From an optimization exercise on the open Yosys and OpenROAD flow, aimed at small area; shortcuts taken in it are not production practice. The RTL was checked by simulation tests, not by an equivalence proof against the original design. Power is estimated from default activity; no workload was simulated.

==> flow/design.v <==
`default_nettype none
package ctrl_pkg;
  typedef logic [8-1:0] addr_t;
  typedef logic [32-1:0] data_t;
  typedef logic [32/8-1:0] strb_t;
endpackage
`default_nettype wire
`default_nettype none
module ctrl_regs_top (
  input  wire                                             clk,
  input  wire                                             rst_n,
  input  wire ctrl_pkg::addr_t                            awaddr_i,
  input  wire                                             awvalid_i,
  output wire                                             awready_o,
  input  wire ctrl_pkg::data_t                            wdata_i,
  input  wire ctrl_pkg::strb_t                            wstrb_i,
  input  wire                                             wvalid_i,
  output wire                                             wready_o,
  output wire                                             bvalid_o,
  input  wire                                             bready_i,
  input  wire ctrl_pkg::addr_t                            araddr_i,
  input  wire                                             arvalid_i,
  output wire                                             arready_o,
  output wire ctrl_pkg::data_t                            rdata_o,
  output wire                                             rvalid_o,
  input  wire                                             rready_i,
  output wire                                             ap_start_o,
  input  wire                                             ap_done_i,
  input  wire                                             ap_ready_i,
  input  wire                                             ap_idle_i,
  output wire                                             irq_o,
  output wire [2*6*32-1:0]          port_regs_o
);
  logic [1:0] wst_q;
  logic [3:0] widx_q;
  logic       aw_hit;
  logic       w_hs;
  assign awready_o = ~wst_q[1] & ~wst_q[0];
  assign wready_o  = wst_q[0];
  assign bvalid_o  = wst_q[1] & ~wst_q[0];
  assign aw_hit = (awaddr_i[7:6] == 2'b00) && (awaddr_i[1:0] == 2'b00);
  assign w_hs   = wvalid_i & wst_q[0] & ~wst_q[1];
  always_ff @(posedge clk) begin
    if (!rst_n) begin
      wst_q <= 2'b00;
    end else begin
      case (wst_q)
        2'b00:   if (awvalid_i) wst_q <= {~aw_hit, 1'b1};
        2'b10:   if (bready_i)  wst_q <= 2'b00;
        default: if (wvalid_i)  wst_q <= 2'b10;
      endcase
    end
  end
  always_ff @(posedge clk) begin
    if (awready_o) begin
      widx_q <= awaddr_i[5:2];
    end
  end
  logic [15:0] wsel;
  logic [31:0] wd;
  logic [3:0]  lane;
  for (genvar k = 0; k < 16; k++) begin : g_wsel
    assign wsel[k] = w_hs & (widx_q == k);
  end
  assign lane = wstrb_i;
  assign wd   = wdata_i & {32{rst_n}};
  logic [15:0] wsel_n;
  logic [3:0]  lane_n;
  assign wsel_n = ~wsel & {16{rst_n}};
  assign lane_n = ~lane & {4{rst_n}};
  logic [31:0] preg_q [12];
  for (genvar k = 0; k < 12; k++) begin : g_word
    for (genvar b = 0; b < 4; b++) begin : g_lane
      logic en;
      rd_nor2 u_en (.a(wsel_n[k+4]), .b(lane_n[b]), .y(en));
      always_ff @(posedge clk) begin
        if (en) begin
          preg_q[k][8*b +: 8] <= wd[8*b +: 8];
        end
      end
    end
  end
  for (genvar p = 0; p < 2; p++) begin : g_port
    assign port_regs_o[192*p +: 192] = {preg_q[6*p+1], preg_q[6*p+0],
                                        preg_q[6*p+3], preg_q[6*p+2],
                                        preg_q[6*p+4], preg_q[6*p+5]};
  end
  logic       start_q;
  logic       done_q;
  logic       auto_restart_q;
  logic       gie_q;
  logic [1:0] ier_q;
  logic [1:0] isr_q;
  logic       wr_ctrl;
  logic       wr_gie;
  logic       wr_ier;
  logic       wr_isr;
  logic       rd_ctrl;
  assign wr_ctrl = wsel[0] & lane[0];
  assign wr_gie  = wsel[1] & lane[0];
  assign wr_ier  = wsel[2] & lane[0];
  assign wr_isr  = wsel[3] & lane[0];
  assign rd_ctrl = arvalid_i & arready_o & (araddr_i == 8'h00);
  assign ap_start_o = start_q;
  assign irq_o      = gie_q & (isr_q[0] | isr_q[1]);
  always_ff @(posedge clk) begin
    if (wr_ctrl | ~rst_n) auto_restart_q <= wd[7];
    if (wr_gie  | ~rst_n) gie_q          <= wd[0];
    if (wr_ier  | ~rst_n) ier_q          <= wd[1:0];
  end
  always_ff @(posedge clk) begin
    if (!rst_n) begin
      start_q <= 1'b0;
      done_q  <= 1'b0;
      isr_q   <= 2'b00;
    end else begin
      if (wr_ctrl && wdata_i[0]) begin
        start_q <= 1'b1;
      end else if (ap_ready_i) begin
        start_q <= auto_restart_q;
      end
      if (ap_done_i) begin
        done_q <= 1'b1;
      end else if (rd_ctrl) begin
        done_q <= 1'b0;
      end
      isr_q <= {ier_q[1] & ap_ready_i, ier_q[0] & ap_done_i} |
               (isr_q ^ (wdata_i[1:0] & {2{wr_isr}}));
    end
  end
  logic        rd_q;
  logic [31:0] rword;
  logic [31:0] rdata_q;
  logic        ar_hit;
  logic        ar_hs;
  logic        rd_hold;
  assign arready_o = ~rd_q;
  assign rvalid_o  = rd_q;
  assign rdata_o   = rdata_q;
  always_ff @(posedge clk) begin
    if (!rst_n) begin
      rd_q <= 1'b0;
    end else if (rd_q) begin
      rd_q <= ~rready_i;
    end else begin
      rd_q <= arvalid_i;
    end
  end
  assign ar_hs   = arvalid_i & arready_o;
  assign rd_hold = ~ar_hs;
  assign ar_hit  = ar_hs && (araddr_i[7:6] == 2'b00) && (araddr_i[1:0] == 2'b00);
  logic [15:0] rsel;
  logic [31:0] ctrl_word;
  for (genvar k = 0; k < 16; k++) begin : g_rsel
    assign rsel[k] = ar_hit & (araddr_i[5:2] == k);
  end
  always_comb begin
    ctrl_word = '0;
    ctrl_word[7] = auto_restart_q & rsel[0];
    ctrl_word[3] = ap_ready_i & rsel[0];
    ctrl_word[2] = ap_idle_i & rsel[0];
    ctrl_word[1] = (done_q & rsel[0]) | (ier_q[1] & rsel[2]) | (isr_q[1] & rsel[3]);
    ctrl_word[0] = (start_q & rsel[0]) | (gie_q & rsel[1]) | (ier_q[0] & rsel[2]) |
                   (isr_q[0] & rsel[3]);
  end
  for (genvar i = 0; i < 32; i++) begin : g_rbit
    logic [3:0] grp_n;
    for (genvar g = 0; g < 4; g++) begin : g_grp
      rd_aoi222 u_aoi (
        .a0 (preg_q[3*g+0][i]), .s0 (rsel[3*g+4]),
        .a1 (preg_q[3*g+1][i]), .s1 (rsel[3*g+5]),
        .a2 (preg_q[3*g+2][i]), .s2 (rsel[3*g+6]),
        .y  (grp_n[g])
      );
    end
    assign rword[i] = ~(&grp_n) | ctrl_word[i] | (rd_hold & rdata_q[i]);
  end
  always_ff @(posedge clk) begin
    rdata_q <= rword;
  end
endmodule
`default_nettype wire
module rd_aoi222 (
  input  wire a0,
  input  wire s0,
  input  wire a1,
  input  wire s1,
  input  wire a2,
  input  wire s2,
  output wire y
);
  assign y = ~((a0 & s0) | (a1 & s1) | (a2 & s2));
endmodule
module rd_nor2 (
  input  wire a,
  input  wire b,
  output wire y
);
  assign y = ~(a | b);
endmodule
==> flow/flow/run.sh <==
#!/bin/bash
# The standard layout, with three changes:
#  - synthesis maps the logic with an area-oriented ABC script (flow/abc_area.script);
#    registers, their names and cells are those of the standard synthesis
#  - the port buffers use the smallest buffer cell
#  - clock tree: fewer, smaller clock buffers and no dummy loads
set -euo pipefail
rm -rf myscripts
cp -r "$FLOW_HOME/scripts" myscripts
cp flow/abc_area.script myscripts/abc_area.script
bash standard.sh SCRIPTS_DIR="$PWD/myscripts" synth > synth_make.log 2>&1
export BUFFER_PORTS_ARGS="-buffer_cell sky130_fd_sc_hd__buf_1"
export CTS_ARGS="-sink_clustering_enable -repair_clock_nets -dont_use_dummy_load -sink_clustering_size 16 -sink_clustering_max_diameter 80 -buf_list sky130_fd_sc_hd__clkbuf_8"
bash standard.sh > layout_make.log 2>&1
==> flow/flow/abc_area.script <==
strash
&get -n
&dch -f
&nf -R 1000
&put
topo
==> flow/standard.sh <==
#!/bin/bash
# synth_recipe.tcl (not shown) runs the flow's synth.tcl, then flattens the netlist and writes it again
# the make line also repeats each setting of config.mk as NAME=value (left out here)
make -C /OpenROAD-flow-scripts/flow DESIGN_CONFIG=/design/flow/config.mk WORK_HOME=/design/flow/orfs CLKGATE_MAP_FILE= SYNTH_SCRIPT=/design/flow/synth_recipe.tcl "${@:-finish}"
==> flow/config.mk <==
export PLATFORM = sky130hd
export DESIGN_NAME = ctrl_regs_top
export DESIGN_NICKNAME = ctrl_regs_top
export VERILOG_FILES = /design/flow/design.v
export SDC_FILE = /design/flow/constraint.sdc
export NUM_CORES = 4
export LEC_CHECK = 0
export ABC_AREA = 1
export CAP_MARGIN = 5
export CORE_MARGIN = 2
export CORE_UTILIZATION = 50
export PLACE_DENSITY = 0.75
export SLEW_MARGIN = 5
export SYNTH_HIERARCHICAL = 1
export SYNTH_MINIMUM_KEEP_SIZE = 0
==> flow/constraint.sdc <==
create_clock -name core_clock -period 10.0 [get_ports {clk}]
set_input_delay 2.0000 -clock core_clock [delete_from_list [all_inputs] [get_ports {clk}]]
set_output_delay 2.0000 -clock core_clock [all_outputs]
set_load 0.01 [all_outputs]
==> impl_metrics.py, run 1 <==
metrics = {
    "sta": {
        "rsz0062_at_grt": "false",
        "finalWorstSetupSlack_ps": 5720,
        "fin_worst_skew_ps": 31.5,
        "finalHoldViolations": 0,
        "worstMarginPinSlew_ps": 1310,
        "setup_viol": 0,
        "relSlewSlack_pct": 12.4,
        "setup-tns-final_ps": 0,
        "max_freq_mhz": 233,
        "fin_crit_sh_pct": 42.8,
        "timing.hold.ws_ps": 488,
        "slew_viol_final": 0,
        "post-route-min-period_ps": 4280,
    },
    "worst_setup_path": {
        "cp_cell_sequence": "buf_1, or4_1, nor2_1, nand3b_1, nor2_4, a222oi_1, nand4_1, a221oi_1, nand3_1",
        "cp.arrival_ps": 4840,
        "worstSetupPathType": "in -> reg",
        "cp-startpoint": "araddr_i[7]",
        "critPathMaxFanout": 32,
        "required_ps": 10550,
        "crit_end": "rdata_q[1]",
        "crit_path_top_delay_cell": "nor2_4",
        "start_kind": "input port",
        "endpoint_kind": "flop",
        "reg2regPathDepth": 10,
        "critical_path.max_stage_delay_ps": 1020,
        "r2r_start": "rd_q",
        "worstReg2RegEnd": "rdata_q[1]",
        "rrSetupSlack_ps": 6790,
    },
    "detailed_routing": {
        "antenna_left": 0,
        "vias": 11300,
        "drcViolationCount": 0,
        "first_pass_iters": 9,
        "via_per_inst": 6.45,
        "routed_wl_mm": 52.4,
        "wl_per_cell_um": 29.9,
        "drtIter0Drc": 1883,
    },
    "global_routing": {
        "grt_overflow": 0,
        "grt_pass1_vias": 10700,
        "grt.total_usage_pct": 31.5,
        "grt_pass1_wl_mm": 71.2,
        "grt_start_max_net_pins": 38,
        "antenna_found_initial": 5,
    },
    "power": {
        "total_power_mw": 3.31,
        "leakagePower_nw": 5.99,
        "pwr_density_cell_nw_per_um2": 183,
        "ir_drop_v": 0.000106,
    },
    "layout": {
        "nNetsFinal": 1422,
        "area_growth_pct": 18.8,
        "final_util_pct": 60.5,
        "drive_gt1_share_pct": 3.61,
    },
    "synth": {
        "syn_avg_cell_area_um2": 18.1,
        "ys_seq_area_share_pct": 82.7,
        "synth_fp_nets": 901,
        "ys_types": 25,
        "syn_area_um2": 15200,
        "synthCells": 839,
        "ys_ff_latch": 431,
        "yosys_warnings": 9,
    },
    "floorplanning": {
        "core-area_um2": 29800,
        "fp.dieW_um": 178,
        "die_area_um2": 31800,
        "placementRows": 63,
        "ioPinCount": 485,
        "start_util_pct": 50.9,
        "dieHeight_um": 178,
    },
    "placed_design": {
        "routabilityCongestion": 0.871,
        "dp_slack_ps": 5210,
        "io_buffers": 484,
        "place_hpwl_mm": 35.0,
    },
    "flow_run": {
        "maxCapViolCount": 0,
    },
    "cts": {
        "postCtsHoldBufs": 0,
        "cts_tree": "yes",
        "ctsResizeCount": 0,
        "cts.clk_slew.worst_paths_ps": 90,
        "htreeDepth": 1,
        "cts_root_buffer": "clkbuf_8",
        "post_cts_buffers": 0,
        "cts_sinks": 431,
        "clk-insertion-delay-late_ps": 620,
        "clockBufferDepth": 3,
        "numCtsBuffers": 30,
    },
    "worst_hold_path": {
        "hold_class": "reg -> reg",
        "hp-start": "done_q",
    },
    "run_status": {
        "status": "finished clean",
    },
}
critical path, delay by kind of cell:
kind | cells | cell delay, ps
buf+inv | 1 | 60
simple gates | 6 | 2400
compound gates | 2 | 370
modules after synthesis (local to each module, per instance):
module	cells	cell area (um2)
rd_nor2	1	3.75
ctrl_regs_top	663	13700
rd_aoi222	1	10.0
layout by cell type, fill, tap and decap left out, drive strengths merged, types with 2 or more instances in the layout:
cell type	synthesis	layout
a222oi	128	128
nand4	6	6
mux2i	2	2
a21oi	40	40
buf	0	488
o21ai	6	6
dfxtp	39	39
clkinv	5	5
nand2	47	47
clkbuf	0	31
nor2b	5	5
and2	31	31
o21a	2	2
nand3b	2	2
nor2	80	80
a31oi	5	5
diode	0	4
nand2b	5	5
a221oi	3	3
nor3	5	5
edfxtp	392	392
nand3	30	30
cell usage after synthesis:
cell type	n	area share (%)
edfxtp_1	392	78
a222oi_1	128	8.4
nor2_1	80	2.0
nand2_1	47	1.2
a21oi_1	40	1.3
dfxtp_1	39	5.1
and2_0	31	1.3
nand3_1	30	0.99
nand4_1	6	0.25
o21ai_0	6	0.20
a31oi_1	5	0.21
clkinv_1	5	0.12
nand2b_1	5	0.21
nor2b_1	5	0.21
nor3_1	5	0.16
a221oi_1	3	0.17
mux2i_1	2	0.13
nand3b_1	2	0.099
o21a_1	2	0.099
a41oi_1	1	0.058
and3_1	1	0.041
o22ai_1	1	0.041
o31ai_1	1	0.049
or2_0	1	0.041
or4_1	1	0.049
worst min-delay path by stage:
stage,endpoint,slack (ps),cells after the start
after floorplan,rdata_q[1],430,2
after global placement,rdata_q[1],450,2
after detailed placement,rdata_q[1],470,2
after CTS,rdata_q[1],480,2
after global routing,rdata_q[1],490,2
final,rdata_q[1],490,2
registers in the layout (all words and copies together), names as in the netlist:
name / count
preg_q: 384
widx_q: 4
isr_q: 2
wst_q: 2
start_q: 1
rdata_q: 32
gie_q: 1
rd_q: 1
auto_restart_q: 1
done_q: 1
ier_q: 2
layout make-up:
type / instances / area, um2
sequential: 431 / 12600
fill: 2314 / 11800
multi-input combinational: 403 / 2690
timing repair buffer: 489 / 1860
tap: 390 / 488
clock buffer: 30 / 413
inverter: 5 / 18.8
antenna: 4 / 10.0
cells by family after synthesis:
logic type,Yosys count,share of synthesized area (%)
multiplexers,2,0.132
buffers and inverters,5,0.124
flip-flops,431,82.7
AO/OA/AOI/OAI,187,10.6
AND/OR/NAND/NOR,214,6.46
routing by layer:
metal | track usage (%) | up-vias | part of all wire [%] | routed length, um
met5 | 0 | - | 0.025 | 13
met3 | 5.69 | 104 | 12 | 6480
met2 | 53.2 | 1023 | 49 | 25600
li1 | - | 4619 | - | -
met1 | 41.6 | 5555 | 36 | 18600
met4 | 10.9 | 2 | 3.1 | 1630
stage by stage:
step                cells  area (um2)
finish               1752       18000
global route         1751       18000
CTS                  1748       18000
detailed placement   1718       17600
global placement     1718       17600
floorplan             839       15200
power breakdown:
| part | switching [mW] | internal, mW | leakage, nW |
|---|---|---|---|
| logic | 0.257 | 0.0738 | 1.58 |
| registers | 0.0879 | 2.11 | 4.20 |
| clock network | 0.507 | 0.268 | 0.216 |
==> inputs of run 2 (changes only) <==
--- a/flow/design.v
+++ b/flow/design.v
@@ -66,16 +66,28 @@
   assign wd   = wdata_i & {32{rst_n}};
+  logic [15:0] wsel_r;
   logic [15:0] wsel_n;
+  logic [3:0]  lane_r;
   logic [3:0]  lane_n;
-  assign wsel_n = ~wsel & {16{rst_n}};
-  assign lane_n = ~lane & {4{rst_n}};
+  assign wsel_r = wsel | {16{~rst_n}};
+  assign wsel_n = ~wsel_r;
+  assign lane_r = lane | {4{~rst_n}};
+  assign lane_n = ~lane_r;
   logic [31:0] preg_q [12];
   for (genvar k = 0; k < 12; k++) begin : g_word
+    logic [31:0] d;
     for (genvar b = 0; b < 4; b++) begin : g_lane
       logic en;
-      rd_nor2 u_en (.a(wsel_n[k+4]), .b(lane_n[b]), .y(en));
-      always_ff @(posedge clk) begin
-        if (en) begin
-          preg_q[k][8*b +: 8] <= wd[8*b +: 8];
-        end
+      logic en_n;
+      rd_nor2  u_en  (.a(wsel_n[k+4]), .b(lane_n[b]), .y(en));
+      rd_nand2 u_enn (.a(wsel_r[k+4]), .b(lane_r[b]), .y(en_n));
+      for (genvar j = 0; j < 8; j++) begin : g_bit
+        rd_a22o u_d (
+          .a1 (en),   .a2 (wd[8*b+j]),
+          .b1 (en_n), .b2 (preg_q[k][8*b+j]),
+          .x  (d[8*b+j])
+        );
       end
+    end
+    always_ff @(posedge clk) begin
+      preg_q[k] <= d;
     end
@@ -200 +212,17 @@
 endmodule
+module rd_nand2 (
+  input  wire a,
+  input  wire b,
+  output wire y
+);
+  assign y = ~(a & b);
+endmodule
+module rd_a22o (
+  input  wire a1,
+  input  wire a2,
+  input  wire b1,
+  input  wire b2,
+  output wire x
+);
+  assign x = (a1 & a2) | (b1 & b2);
+endmodule
--- a/flow/config.mk
+++ b/flow/config.mk
@@ -10,4 +10,3 @@
 export CORE_MARGIN = 2
-export CORE_UTILIZATION = 50
-export PLACE_DENSITY = 0.75
+export CORE_UTILIZATION = 60
 export SLEW_MARGIN = 5
==> run 2 against run 1 <==
  * Synthesized area is 1.5% lower
  * Sequential power is 6% lower
  * Final cell count is 22% higher
  * Critical path type unchanged
  * Critical endpoint is now preg_q[3][3]
==> impl_metrics.py, run 2 <==
metrics = {
    "synth": {
        "synth_fp_nets": 1349,
        "syn_avg_cell_area_um2": 11.6,
        "syn_area_um2": 15000,
        "yosys_warnings": 9,
        "synth_top_area_share_pct": 56.6,
        "ys_types": 26,
        "yosys_most_used_dff": "dfxtp_1",
        "synth_top_cells_by_area": "dfxtp_1, a22o_1, a222oi_1, nand2_1, nor2_1",
        "synth_area_leader_cell": "dfxtp_1",
        "ys_seq_area_share_pct": 58.2,
        "async_reset_ff_share_pct": 0,
        "ys_top_cells_by_count": "dfxtp_1, a22o_1, a222oi_1",
        "ys_ff_latch": 431,
        "yosysMostFrequentCell": "dfxtp_1",
        "synthCells": 1287,
        "synth-edff-count": 8,
    },
    "flow_run": {
        "maxCapViolCount": 0,
    },
    "worst_setup_path": {
        "crit_path_frequent_cell": "nor2_1",
        "start_kind": "input port",
        "required_ps": 10540,
        "critical_path.max_stage_delay_ps": 880,
        "critPathMaxFanout": 8,
        "worstSetupPathType": "in -> reg",
        "rrSetupSlack_ps": 6490,
        "crit_path_top_delay_cell": "o21ai_0",
        "cp_num_buf_inv": 2,
        "endpoint_kind": "flop",
        "cp_cell_sequence": "buf_1, nand2_1, nor2_1, nand3_1, o21ai_0, clkinv_1, nor2_1, a22o_1",
        "cp.arrival_ps": 5020,
        "cpLargestDelayFamily": "simple AND/OR/NAND/NOR gates",
    },
    "global_routing": {
        "grt_overflow": 0,
        "grt_pass1_vias": 13700,
        "grt_start_max_net_pins": 59,
        "grt_pass1_wl_mm": 86.3,
        "grt.total_usage_pct": 43.3,
        "antenna_found_initial": 1,
    },
    "detailed_routing": {
        "routed_wl_mm": 60.5,
        "antenna_left": 0,
        "vias": 15300,
        "first_pass_iters": 11,
        "drcViolationCount": 0,
        "wl_per_cell_um": 28.2,
        "via_per_inst": 7.15,
        "drtIter0Drc": 3456,
    },
    "layout": {
        "final_common_cell": "buf_1",
        "fin_cells": 2145,
        "reg.largest.list": "preg_q (384), rdata_q (32), widx_q (4)",
        "final_util_pct": 72.9,
        "nNetsFinal": 1883,
        "drive_gt1_share_pct": 3.35,
        "area_growth_pct": 18.9,
        "final_cell_mix": "buf_1, dfxtp_1, a22o_1, a222oi_1, nand2_1",
        "nFillCells": 1912,
        "largest_reg_flops": 384,
        "largest-register": "preg_q",
    },
    "cts": {
        "cts_sinks": 431,
        "postCtsHoldBufs": 0,
        "post_cts_buffers": 0,
        "clk-insertion-delay-late_ps": 610,
        "cts_root_buffer": "clkbuf_8",
        "numCtsBuffers": 30,
        "cts.clk_slew.worst_paths_ps": 100,
        "htreeDepth": 1,
        "ctsResizeCount": 0,
        "clockBufferDepth": 3,
        "cts_tree": "yes",
    },
    "sta": {
        "post-route-min-period_ps": 4480,
        "fin_crit_sh_pct": 44.8,
        "setup-tns-final_ps": 0,
        "max_freq_mhz": 223,
        "fin_worst_skew_ps": 20.0,
        "setup_viol": 0,
        "slew_viol_final": 0,
        "worstMarginPinSlew_ps": 1090,
        "rsz0062_at_grt": "false",
        "finalHoldViolations": 0,
        "relSlewSlack_pct": 26.8,
    },
    "placed_design": {
        "placed_cells": 2113,
        "io_buffers": 484,
        "place_hpwl_mm": 42.2,
        "routabilityCongestion": 0.971,
    },
    "floorplanning": {
        "core-area_um2": 24400,
        "die_area_um2": 26200,
        "ioPinCount": 485,
        "start_util_pct": 61.3,
        "placementRows": 57,
        "dieHeight_um": 162,
        "fp.dieW_um": 162,
    },
    "power": {
        "pwr_density_cell_nw_per_um2": 193,
        "ir_drop_v": 0.000128,
        "leakagePower_nw": 7.03,
        "total_power_mw": 3.43,
    },
    "worst_hold_path": {
        "hold_class": "reg -> reg",
    },
    "run_status": {
        "status": "finished clean",
    },
}
[run 2: cell types whose count changed after synthesis, sizes merged, moves of 4 or more]
| cell | before | now |
|---|---|---|
| a22o | 0 | 384 |
| clkinv | 5 | 20 |
| and2 | 31 | 35 |
| o21ai | 6 | 18 |
| dfxtp | 39 | 423 |
| nand2b | 5 | 12 |
| nand2 | 47 | 97 |
| edfxtp | 392 | 8 |
| nor2 | 80 | 69 |
| a31oi | 5 | 0 |
| a21oi | 40 | 33 |
[run 2: modules after synthesis, one instance, submodules excluded]
module | flops+latches | cells
rd_nor2 | 0 | 1
ctrl_regs_top | 431 | 679
rd_nand2 | 0 | 1
rd_a22o | 0 | 1
rd_aoi222 | 0 | 1
[run 2: metal layers]
| metal | GRT usage, % | routed length (um) | part of all wire (%) | vias to the layer above |
|---|---|---|---|---|
| met5 | 0 | 0 | 0 | - |
| met4 | 20.1 | 3400 | 5.6 | 0 |
| met3 | 9.30 | 8750 | 14 | 226 |
| met2 | 66.5 | 26700 | 44 | 1432 |
| met1 | 58.7 | 21700 | 36 | 7305 |
| li1 | - | - | - | 6378 |
[run 2: path summary, 6_finish.rpt]
check | cells after the start | start | to
max | 8 | wvalid_i | preg_q[3][3]
min reg2reg | 2 | rdata_q[2] | rdata_q[2]
min | 2 | rdata_q[2] | rdata_q[2]
max reg2reg | 7 | wst_q[0] | preg_q[3][3]
[run 2: kinds of logic (layout without fill, tap and decap cells)]
group | after synthesis | count (layout) | share of synthesized area (%)
AO/OA/AOI/OAI | 572 | 572 | 33.2
flip-flops | 431 | 431 | 58.2
AND/OR/NAND/NOR | 263 | 263 | 7.96
buffers and inverters | 20 | 552 | 0.502
multiplexers | 1 | 1 | 0.0669
other | 0 | 2 | 0
[run 2: layout make-up]
type | count | area [um2] | share of cell area (%)
Sequential cell | 431 | 8710 | 49.0
Multi-Input combinational cell | 836 | 6210 | 35.0
Timing Repair Buffer | 502 | 1950 | 11.0
Clock buffer | 30 | 413 | 2.32
Tap cell | 324 | 405 | 2.28
Inverter | 20 | 75.1 | 0.422
Antenna cell | 2 | 5.00 | 0.0282
[run 2: per-stage QoR]
| stage | hold slack, ps | worst slack, ps | cell area (um2) |
|---|---|---|---|
| 2_1_floorplan | 431 | 4730 | 15000 |
| 3_3_place_gp | 445 | 5120 | 17400 |
| 3_5_place_dp | 452 | 5080 | 17400 |
| 4_1_cts | 475 | 5680 | 17800 |
| 5_1_grt | 495 | 5420 | 17800 |
| 6_report | 476 | 5520 | 17800 |
[run 2: worst reg2reg max path: stages, from the launching register on]
cell,delay [ps]
dfxtp_1,480
nand2_1,160
nor2_1,250
nand3_1,150
o21ai_0,880
clkinv_1,530
nor2_1,720
a22o_1,270
[run 2: report_power, final]
part	switching, mW	internal (mW)	leakage, nW
Sequential	0.176	1.90	3.59
Clock	0.521	0.268	0.216
Combinational	0.368	0.200	3.23
==> inputs of run 3 (changes only) <==
--- a/flow/design.v
+++ b/flow/design.v
@@ -71,5 +71,5 @@
   assign wsel_r = wsel | {16{~rst_n}};
-  assign wsel_n = ~wsel_r;
+  assign wsel_n = ~(wsel & {16{rst_n}});
   assign lane_r = lane | {4{~rst_n}};
-  assign lane_n = ~lane_r;
+  assign lane_n = ~lane;
   logic [31:0] preg_q [12];
@@ -84,3 +84,3 @@
         rd_a22o u_d (
-          .a1 (en),   .a2 (wd[8*b+j]),
+          .a1 (en),   .a2 (wdata_i[8*b+j]),
           .b1 (en_n), .b2 (preg_q[k][8*b+j]),
==> run 3 against run 2 <==
  * Still clean
  * Combinational power shrank 61%
  * Clock-buffer cell count is the same
  * Power shrank 18%
  * Highest routed layer unchanged
==> impl_metrics.py, run 3 <==
metrics = {
    "run_status": {
        "status": "finished clean",
    },
    "cts": {
        "numCtsBuffers": 30,
        "cts.clk_slew.worst_paths_ps": 100,
        "cts_root_buffer": "clkbuf_8",
        "htreeDepth": 1,
        "clk-insertion-delay-late_ps": 630,
        "clockBufferDepth": 3,
        "cts_tree": "yes",
        "post_cts_buffers": 0,
        "cts_sinks": 431,
        "postCtsHoldBufs": 0,
        "ctsResizeCount": 0,
    },
    "detailed_routing": {
        "via_per_inst": 7.26,
        "first_pass_iters": 10,
        "vias": 15400,
        "drtIter0Drc": 3163,
        "drcViolationCount": 0,
        "routed_wl_mm": 60.9,
        "antenna_left": 0,
        "wl_per_cell_um": 28.8,
    },
    "synth": {
        "yosysMostFrequentCell": "dfxtp_1",
        "yosys_most_used_dff": "dfxtp_1",
        "synth_top_area_share_pct": 57.2,
        "synthCells": 1258,
        "syn_avg_cell_area_um2": 11.8,
        "syn_area_um2": 14800,
        "synth_top_cells_by_area": "dfxtp_1, a22o_1, a222oi_1, nand2_1, nor2_1",
        "ys_types": 27,
        "async_reset_ff_share_pct": 0,
        "synth-edff-count": 8,
        "yosys_warnings": 9,
        "ys_top_cells_by_count": "dfxtp_1, a22o_1, a222oi_1",
        "synth_area_leader_cell": "dfxtp_1",
        "ys_ff_latch": 431,
        "ys_seq_area_share_pct": 58.8,
        "synth_fp_nets": 1320,
    },
    "floorplanning": {
        "die_area_um2": 25900,
        "ioPinCount": 485,
        "core-area_um2": 24200,
        "dieHeight_um": 161,
        "placementRows": 57,
        "fp.dieW_um": 161,
        "start_util_pct": 61.0,
    },
    "sta": {
        "finalHoldViolations": 0,
        "post-route-min-period_ps": 4320,
        "fin_worst_skew_ps": 24.5,
        "worstMarginPinSlew_ps": 1370,
        "fin_crit_sh_pct": 43.2,
        "relSlewSlack_pct": 7.49,
        "slew_viol_final": 0,
        "setup_viol": 0,
        "setup-tns-final_ps": 0,
        "max_freq_mhz": 231,
        "rsz0062_at_grt": "false",
    },
    "worst_setup_path": {
        "critPathMaxFanout": 17,
        "cp.arrival_ps": 4880,
        "start_kind": "input port",
        "endpoint_kind": "flop",
        "required_ps": 10560,
        "worstSetupPathType": "in -> reg",
    },
    "layout": {
        "drive_gt1_share_pct": 3.24,
        "reg.largest.list": "preg_q (384), rdata_q (32), widx_q (4)",
        "nFillCells": 1955,
        "final_util_pct": 72.5,
        "largest-register": "preg_q",
        "final_common_cell": "buf_1",
        "largest_reg_flops": 384,
        "final_cell_mix": "buf_1, dfxtp_1, a22o_1, a222oi_1, nand2_1",
        "nNetsFinal": 1852,
        "area_growth_pct": 18.8,
    },
    "placed_design": {
        "io_buffers": 484,
        "routabilityCongestion": 0.913,
        "place_hpwl_mm": 42.1,
    },
    "global_routing": {
        "antenna_found_initial": 1,
        "grt_start_max_net_pins": 42,
        "grt_pass1_vias": 13800,
        "grt.total_usage_pct": 44.0,
        "grt_overflow": 0,
        "grt_pass1_wl_mm": 87.2,
    },
    "power": {
        "pwr_density_cell_nw_per_um2": 159,
        "ir_drop_v": 0.000156,
        "leakagePower_nw": 6.57,
    },
    "flow_run": {
        "maxCapViolCount": 0,
    },
    "worst_hold_path": {
        "hold_class": "reg -> reg",
    },
}
run 3: Yosys stat by module (local to each module, per instance):
module         area, um2  flops+latches  cells  copies in the design
ctrl_regs_top       9800            431    650                     1
rd_a22o             8.76              0      1                   384
rd_aoi222           10.0              0      1                   128
rd_nand2            3.75              0      1                    48
rd_nor2             3.75              0      1                    48
run 3: cells by family (layout without fill, tap and decap cells):
group           count (synthesis)  in the layout  share of synthesized area [%]
compound gates                572            572                           33.6
flops                         431            431                           58.8
simple gates                  246            246                           7.24
buf+inv                         6            536                          0.152
mux                             3              3                          0.211
other cells                     0              1                              0
run 3: path summary, 6_finish.rpt:
check / startpoint / to / slack, ps / cells after the start
max: araddr_i[7] / rdata_q[0] / 5680 / 12
min: rdata_q[6] / rdata_q[6] / 490 / 2
max reg2reg: wst_q[0] / preg_q[5][2] / 6740 / 7
min reg2reg: rdata_q[6] / rdata_q[6] / 490 / 2
run 3: critical path, cell delays in order:
cell	delay (ps)
buf_1	70
or4_1	570
nor2_1	240
nand3_1	250
nor2_2	740
buf_4	390
a222oi_1	170
nand4_1	120
a21oi_1	50
o311ai_0	110
a21oi_1	70
nand2_1	80
run 3: stage by stage:
step	area (um2)	setup WS [ps]	hold slack (ps)	std cells	total power, mW
4_1_cts	17600	5810	486	2112	2.78
3_5_place_dp	17200	5170	462	2082	2.04
2_1_floorplan	14800	5350	431	1258	1.92
3_3_place_gp	17200	5300	448	2082	2.03
5_1_grt	17600	5540	507	2113	2.87
6_report	17600	5680	490	2113	2.80
run 3: final cells by class:
| class | count | area, um2 | share of cell area (%) |
|---|---|---|---|
| sequential | 431 | 8710 | 49.5 |
| multi-input combinational | 821 | 6100 | 34.7 |
| timing repair buffer | 500 | 1940 | 11.0 |
| clock buffer | 30 | 413 | 2.35 |
| tap | 324 | 405 | 2.30 |
| inverter | 6 | 22.5 | 0.128 |
| antenna | 1 | 2.50 | 0.0142 |
run 3: power breakdown:
group | internal [mW] | switching, mW | total [mW]
sequential | 1.75 | 0.0358 | 1.79
combinational | 0.0514 | 0.169 | 0.221
clock | 0.268 | 0.527 | 0.795
total | 2.07 | 0.732 | 2.80
run 3: metal layers:
layer	part of all wire, %	routed length (um)	global-route usage (%)
met1	36	21800	59.9
met2	45	27100	68.1
met3	14	8820	9.99
met4	5.2	3150	18.2
met5	0	0	0
==> inputs of run 4 (changes only) <==
--- a/flow/config.mk
+++ b/flow/config.mk
@@ -10,3 +10,4 @@
 export CORE_MARGIN = 2
-export CORE_UTILIZATION = 60
+export CORE_UTILIZATION = 50
+export PLACE_DENSITY = 0.75
 export SLEW_MARGIN = 5
==> run 4 against run 3 <==
  * Still clean on timing, DRC and antenna
  * Wire length increased by 2.3%
  * Global-route usage fell by 6.3 points
  * Synthesized cell count unchanged
  * Maximum frequency rose by 0.52%
  * Final area grew 0.94%
  * Synthesized area unchanged
  * Non-clock buffer count up 12
  * Sequential share of layout area down 0.46 points
  * Combinational power about the same
  * Worst hold slack got worse by 18 ps
  * Critical path depth stayed put
  * Core utilization fell by 11 points
  * Highest routed layer is now met5
==> impl_metrics.py, run 4 <==
metrics = {
    "run_status": {
        "status": "finished clean",
    },
    "synth": {
        "ys_ff_latch": 431,
        "yosys_most_used_dff": "dfxtp_1",
        "synth-edff-count": 8,
        "async_reset_ff_share_pct": 0,
        "ys_types": 27,
        "synth_fp_nets": 1320,
        "synth_top_cells_by_area": "dfxtp_1, a22o_1, a222oi_1, nand2_1, nor2_1",
        "yosysMostFrequentCell": "dfxtp_1",
        "yosys_warnings": 9,
        "synth_top_area_share_pct": 57.2,
        "synth_area_leader_cell": "dfxtp_1",
        "synthCells": 1258,
        "syn_avg_cell_area_um2": 11.8,
        "ys_seq_area_share_pct": 58.8,
        "ys_top_cells_by_count": "dfxtp_1, a22o_1, a222oi_1",
        "syn_area_um2": 14800,
    },
    "sta": {
        "post-route-min-period_ps": 4300,
        "relSlewSlack_pct": 41.5,
        "finalWorstSetupSlack_ps": 5700,
        "rsz0062_at_grt": "false",
        "finalHoldViolations": 0,
        "setup_viol": 0,
        "setup-tns-final_ps": 0,
        "fin_crit_sh_pct": 43.0,
        "fin_worst_skew_ps": 26.7,
        "max_freq_mhz": 232,
        "slew_viol_final": 0,
        "worstMarginPinSlew_ps": 876,
    },
    "worst_setup_path": {
        "crit_path_top_delay_cell": "nor2_2",
        "cp-startpoint": "araddr_i[7]",
        "crit_path_frequent_cell": "a21oi_1",
        "endpoint_kind": "flop",
        "cp.arrival_ps": 4860,
        "critPathMaxFanout": 17,
        "required_ps": 10560,
        "worstSetupPathType": "in -> reg",
        "start_kind": "input port",
        "critical_path.max_stage_delay_ps": 740,
        "cp_cell_sequence": "buf_1, or4_1, nor2_1, nand3b_1, nor2_2, buf_4, a222oi_1, nand4_1, a21oi_1, o311ai_0, a21oi_1, nand2_1",
        "r2r_start": "rd_q",
    },
    "flow_run": {
        "maxCapViolCount": 0,
    },
    "global_routing": {
        "grt_pass1_wl_mm": 88.6,
        "grt_overflow": 0,
        "gr-usage-met1_pct": 52.5,
        "gr-max-usage-layer": "met2",
        "grt_use_met3_pct": 9.04,
        "antenna_found_initial": 2,
        "grt_start_max_net_pins": 42,
        "grt_pass1_vias": 13600,
        "use_met2_pct": 56.9,
        "grt.total_usage_pct": 37.7,
    },
    "cts": {
        "postCtsHoldBufs": 0,
        "cts_tree": "yes",
        "ctsResizeCount": 0,
        "numCtsBuffers": 30,
        "cts_sinks": 431,
        "cts_root_buffer": "clkbuf_8",
        "post_cts_buffers": 0,
        "cts.clk_slew.worst_paths_ps": 100,
        "clockBufferDepth": 3,
        "clk-insertion-delay-late_ps": 630,
        "htreeDepth": 1,
    },
    "worst_hold_path": {
        "hp-start": "done_q",
        "hold_class": "reg -> reg",
    },
    "layout": {
        "largest_reg_flops": 384,
        "fin_cells": 2185,
        "largest-register": "preg_q",
        "final_util_pct": 61.4,
        "final_cell_mix": "buf_1, dfxtp_1, a22o_1, a222oi_1, nand2_1",
        "area_growth_pct": 19.9,
        "reg.largest.list": "preg_q (384), rdata_q (32), widx_q (4)",
        "drive_gt1_share_pct": 3.89,
        "nNetsFinal": 1864,
        "final_common_cell": "buf_1",
    },
    "power": {
        "p_clk_share_pct": 28.6,
        "cell_internal_pwr_mw": 2.08,
        "sw_frac_of_total_pct": 26.4,
        "leakagePower_nw": 6.63,
        "switchingPower_mw": 0.744,
        "seqPwrFrac_pct": 63.5,
        "ir_drop_v": 0.0000929,
        "p_comb_share_pct": 7.9,
        "pwr_density_cell_nw_per_um2": 159,
    },
    "detailed_routing": {
        "drtIter0Drc": 2571,
        "routed_wl_mm": 62.3,
        "vias": 15100,
        "first_pass_iters": 12,
        "wl_per_cell_um": 28.5,
        "drcViolationCount": 0,
        "antenna_left": 0,
        "via_per_inst": 6.90,
    },
    "floorplanning": {
        "fp.dieW_um": 176,
        "placementRows": 62,
        "core-area_um2": 28900,
        "ioPinCount": 485,
        "dieHeight_um": 176,
        "die_area_um2": 31000,
        "start_util_pct": 51.2,
    },
    "placed_design": {
        "place_hpwl_mm": 43.9,
        "io_buffers": 484,
        "routabilityCongestion": 0.893,
        "placed_cells": 2154,
        "dp_slack_ps": 5170,
    },
}
## run 4: final cells by class
type | instances | area, um2
fillers | 2551 | 11200
clock buffers | 30 | 413
multi-input cells | 821 | 6100
inverters | 6 | 22.5
repair buffers | 512 | 2030
flip-flops and latches | 431 | 8710
diodes | 1 | 2.50
well taps | 384 | 480
## run 4: Yosys stat by module (local to each module, per instance)
module         copies in the design  cells  area, um2
rd_nor2                          48      1       3.75
rd_a22o                         384      1       8.76
rd_aoi222                       128      1       10.0
ctrl_regs_top                     1    650       9800
rd_nand2                         48      1       3.75
## run 4: kinds of logic (layout without fill, tap and decap cells)
kind of cell	count (synthesis)	in the layout	share of synthesized area, %
AOI/OAI and AO/OA	572	572	33.6
DFF	431	431	58.8
and+or+nand+nor	246	246	7.24
buffers and inverters	6	548	0.152
muxes	3	3	0.211
other	0	1	0
## run 4: power groups by stage
stage	clock network, mW	logic (mW)	registers [mW]
after floorplan	0	0.0966	1.82
after global placement	0	0.212	1.83
after detailed placement	0	0.217	1.83
after CTS	0.799	0.218	1.79
after global routing	0.860	0.237	1.79
final	0.805	0.224	1.79
## run 4: critical path: cells and delay by family
| family | cells | cell delay [ps] |
|---|---|---|
| and+or+nand+nor | 6 | 2000 |
| buffers and inverters | 2 | 470 |
| AOI/OAI and AO/OA | 4 | 380 |
## run 4: routing by layer
metal / share of wire, % / vias up
met3: 13 / 181
met4: 4.8 / 2
met2: 44 / 1243
met1: 38 / 7327
met5: 0.021 / -
li1: - / 6332
## run 4: worst paths after layout
check        depth (start not counted)  slack [ps]          to
max                                 12        5700  rdata_q[0]
min                                  2         470  rdata_q[1]
max reg2reg                         13        6940  rdata_q[0]
min reg2reg                          2         470  rdata_q[1]
## run 4: through the flow
| stage | total power [mW] | area (um2) | hold slack (ps) |
|---|---|---|---|
| finish | 2.82 | 17800 | 472 |
| global placement | 2.04 | 17300 | 457 |
| detailed placement | 2.04 | 17300 | 453 |
| floorplan | 1.92 | 14800 | 431 |
| global route | 2.89 | 17800 | 511 |
| CTS | 2.80 | 17800 | 475 |

[re-timing with driven ports]
Ports are ideal in the flow. The routed layouts listed here were re-timed in OpenROAD. Step 1 sets driving cells, clkbuf_16 on the clock port and buf_2 on the other inputs (assumed; they add their load-dependent delay and slew). Step 2 times the ports against the registers' clock, not the clock port: input delays grow and output delays shrink by t, the midpoint of the rising clock arrivals with the driver on. Slacks: ideal / step 1 / step 2; pairs: ideal / step 1.
| run | t (ns) | slack for setup (ns) | worst setup path at the end | worst data-port slew with drivers (ns) |
|---|---|---|---|---|
| run 1 | 0.649 | 5.717 / 5.744 / 5.095 | input to register | 0.10 |
| run 2 | 0.643 | 5.524 / 5.477 / 4.834 | input to register | 0.10 |
| run 3 | 0.662 | 5.676 / 5.704 / 5.042 | input to register | 0.10 |
| run 4 | 0.663 | 5.699 / 5.726 / 5.062 | input to register | 0.08 |
After both steps every run listed still meets setup and hold. For run 2, which loses most, drivers alone change the setup slack by -0.047 ns; drivers and shift together by -0.690 ns.
